Source: an optimization exercise on an open RTL-to-GDS flow (aim: small area, a short achievable clock period and few clock cycles). Production flows keep margins and buffers that such runs may drop. Only simulation tests tie the RTL to the original design; equivalence was not proved. No activity file was given, so power comes from the tool's default toggle rates.

==> nickel: inputs <==
// conv_mac_engine
module conv_mac_engine
#(
  parameter int DATA_W = 23,
  parameter int KSIZE  = 3,
  parameter int CH     = 2,
  parameter int WDEPTH = 16,
  parameter int ACC_W  = conv_pkg::acc_w(DATA_W, WDEPTH)
) (
  input  logic                       clk,
  input  logic                       rst_n,
  input  logic                       cfg_we,
  input  logic [$clog2(CH)-1:0]      cfg_ch,
  input  logic [$clog2(WDEPTH)-1:0]  cfg_addr,
  input  logic [DATA_W-1:0]          cfg_wdata,
  input  logic                       mode,
  input  logic [$clog2(WDEPTH):0]    len,
  input  logic                       start,
  input  logic                       in_valid,
  output logic                       in_ready,
  input  logic [DATA_W-1:0]          in_data,
  output logic                       out_valid,
  input  logic                       out_ready,
  output logic [CH*ACC_W-1:0]        out_data,
  output logic                       busy,
  output logic                       err
);
==> flow/config.mk <==
export PLATFORM = sky130hd
export DESIGN_NAME = conv_mac_engine
export DESIGN_NICKNAME = conv_mac_engine
export VERILOG_FILES = /design/flow/design.v
export SDC_FILE = /design/flow/constraint.sdc
export NUM_CORES = 4
export LEC_CHECK = 0
export CAP_MARGIN = 20
export CORE_MARGIN = 2
export CORE_UTILIZATION = 50
export CTS_BUF_LIST = sky130_fd_sc_hd__clkbuf_8
export CTS_CLUSTER_DIAMETER = 60
export CTS_CLUSTER_SIZE = 12
export SLEW_MARGIN = 20
==> flow/constraint.sdc <==
create_clock -name core_clock -period 10.0 [get_ports {clk}]
set_input_delay 2.0000 -clock core_clock [delete_from_list [all_inputs] [get_ports {clk}]]
set_output_delay 2.0000 -clock core_clock [all_outputs]
set_load 0.01 [all_outputs]
standard.sh (not shown) runs the stock make flow with config.mk's settings and CLKGATE_MAP_FILE= SYNTH_SCRIPT=/design/flow/synth_recipe.tcl, a recipe that flattens the netlist after the stock synthesis.
==> flow/flow/run.sh <==
#!/bin/bash
set -euo pipefail
ports="BUFFER_PORTS_ARGS=-buffer_cell sky130_fd_sc_hd__buf_4"
bash standard.sh SETUP_SLACK_MARGIN=6.6 "$ports" cts > standard_cts.log 2>&1
bash standard.sh SETUP_SLACK_MARGIN=6.2 "$ports" finish > standard_finish.log 2>&1
==> ember (differences from nickel) <==
--- a/flow/design.v
+++ b/flow/design.v
@@ -430,16 +430,39 @@
   always_ff @(posedge clk) begin
     ps_q <= ps;
     pc_q <= pc;
   end
   logic [49:0] as, ac;
   assign as = acc_q ^ ps_q ^ pc_q;
   assign ac = {(acc_q[48:0] & ps_q[48:0]) | (acc_q[48:0] & pc_q[48:0]) | (ps_q[48:0] & pc_q[48:0]), 1'b0};
+  logic [49:0] sum_g0, sum_p0;
+  assign sum_g0 = as & ac;
+  assign sum_p0 = as ^ ac;
+  logic [49:0] sum_g1, sum_p1;
+  assign sum_g1 = sum_g0 | (sum_p0 & {sum_g0[48:0], 1'd0});
+  assign sum_p1 = sum_p0 & {sum_p0[48:0], 1'd0};
+  logic [49:0] sum_g2, sum_p2;
+  assign sum_g2 = sum_g1 | (sum_p1 & {sum_g1[47:0], 2'd0});
+  assign sum_p2 = sum_p1 & {sum_p1[47:0], 2'd0};
+  logic [49:0] sum_g3, sum_p3;
+  assign sum_g3 = sum_g2 | (sum_p2 & {sum_g2[45:0], 4'd0});
+  assign sum_p3 = sum_p2 & {sum_p2[45:0], 4'd0};
+  logic [49:0] sum_g4, sum_p4;
+  assign sum_g4 = sum_g3 | (sum_p3 & {sum_g3[41:0], 8'd0});
+  assign sum_p4 = sum_p3 & {sum_p3[41:0], 8'd0};
+  logic [49:0] sum_g5, sum_p5;
+  assign sum_g5 = sum_g4 | (sum_p4 & {sum_g4[33:0], 16'd0});
+  assign sum_p5 = sum_p4 & {sum_p4[33:0], 16'd0};
+  logic [49:0] sum_g6, sum_p6;
+  assign sum_g6 = sum_g5 | (sum_p5 & {sum_g5[17:0], 32'd0});
+  assign sum_p6 = sum_p5 & {sum_p5[17:0], 32'd0};
+  logic [49:0] sum;
+  assign sum = sum_p0 ^ {sum_g6[48:0], 1'b0};
   always_ff @(posedge clk) begin
-    acc_q <= clr ? 50'd0 : as + ac;
+    acc_q <= clr ? 50'd0 : sum;
   end
   assign acc = acc_q;
 endmodule
 module conv_mac_engine
 #(
   parameter int DATA_W = 23,
   parameter int KSIZE  = 3,
@@ -501,17 +524,33 @@
       tap_q  <= rdy_q ? tap_q + AW'(hs) : '0;
       toh_q  <= !rdy_q ? WDEPTH'(1) : hs ? {toh_q[WDEPTH-2:0], toh_q[WDEPTH-1]} : toh_q;
       if (!busy_q) nm1_q <= mode ? AW'(len - 1'b1) : AW'(NK - 1);
     end
   end
   logic [DATA_W-1:0] x_q;
   logic [DATA_W+1:0] x3_q;
+  localparam int XW = DATA_W + 2;
+  localparam int XL = $clog2(XW);
+  logic [XW-1:0] xa, xb, x3;
+  logic [XW-1:0] xg [XL+1];
+  logic [XW-1:0] xp [XL+1];
+  assign xa = {{2{in_data[DATA_W-1]}}, in_data};
+  assign xb = {in_data[DATA_W-1], in_data, 1'b0};
+  assign xg[0] = xa & xb;
+  assign xp[0] = xa ^ xb;
+  generate
+    for (genvar l = 0; l < XL; l++) begin : g_ks
+      assign xg[l+1] = xg[l] | (xp[l] & (xg[l] << (1 << l)));
+      assign xp[l+1] = xp[l] & (xp[l] << (1 << l));
+    end
+  endgenerate
+  assign x3 = xp[0] ^ {xg[XL][XW-2:0], 1'b0};
   always_ff @(posedge clk) begin
     x_q  <= in_data;
-    x3_q <= {{2{in_data[DATA_W-1]}}, in_data} + {in_data[DATA_W-1], in_data, 1'b0};
+    x3_q <= x3;
   end
   generate
     for (genvar gc = 0; gc < CH; gc++) begin : g_lane
       logic [ACC_W-1:0] acc_c;
       mac_lane u_lane (
         .clk     (clk),
         .rst_n   (rst_n),
==> flow/flow/run.sh (replaced) <==
#!/bin/bash
set -euo pipefail
ports="BUFFER_PORTS_ARGS=-buffer_cell sky130_fd_sc_hd__buf_4"
bash standard.sh SETUP_SLACK_MARGIN=6.5 "$ports" cts > standard_cts.log 2>&1
bash standard.sh SETUP_SLACK_MARGIN=6.55 "$ports" finish > standard_finish.log 2>&1
==> comparison <==
Between nickel and ember, the lower hold slack is in ember (gap 0.079 ns).
Die area: nickel is lower than ember (1.2%).
Against ember, the count of clock-buffer cells in the layout of nickel is lower by 18.
Of nickel and ember, ember has the higher synthesized cell count (gap 2.3%, measured against ember).
In nickel the via count is lower than in ember, by 3.7%.
Against nickel, the first-iteration DRC count of ember is larger by about 13%.
==> figures <==
	ember	nickel
Status	finished clean	finished clean
CP endpoint	busy	g_lane[0].u_lane.pc_q[25]$_DFF_P_
Inserted Clock Buffers	133	116
Multiplexer area fraction after synthesis	0.635%	0.586%
Critical-path maximum fanout	2	11
CLK BUF	135	117
Synth cell types	95	81
Simple-Gate Fraction of Synth Area	6.36%	5.53%
Total leakage power	28.4 nW	28.0 nW
Power drawn by the combinational cells	15.6 mW	14.7 mW
Remaining max-slew budget at the tightest pin	23.3%	22.4%
Fmax achieved	279 MHz	283 MHz
Sequential share of cell area	43.4%	44.3%
Count of placed standard cells in the final layout, fillers left out	7428	7199
Testbench counts of nickel, summed over its fixed seeds: cycles 20,142.
Testbench counts of ember, summed over its fixed seeds: cycles 20,142.

-- static timing again, ports no longer ideal --
Ports are ideal in the flow. The routed layouts listed here were re-timed in OpenROAD.
Step 1 (the two cells are an assumption about what drives the block):
set clk [get_ports {clk}]
set_driving_cell -lib_cell sky130_fd_sc_hd__clkbuf_16 $clk
set_driving_cell -lib_cell sky130_fd_sc_hd__buf_2 [delete_from_list [all_inputs] $clk]
Step 2 moves the port delays by t, midway between the first and last clock arrival at a register: inputs arrive t later, outputs are due t later. That takes back most of the time a late clock gives input paths.
Three values: no drivers, after step 1, after step 2; two values: the first two.
| run | t (ns) | setup WS [ns] | worst hold slack (ns) | worst setup path at the end | slew at the worst register clock pin (ns) |
|---|---|---|---|---|---|
| nickel | 0.936 | 6.465 / 6.439 / 5.615 | 0.445 / 0.445 / 0.445 | input to register | 0.09 / 0.09 |
| ember | 0.990 | 6.416 / 6.342 / 5.649 | 0.366 / 0.366 / 0.366 | input to register | 0.09 / 0.09 |
After both steps setup and hold are still met in every run listed. For nickel, which loses most, drivers alone change the setup slack by -0.026 ns; drivers and shift together by -0.850 ns.
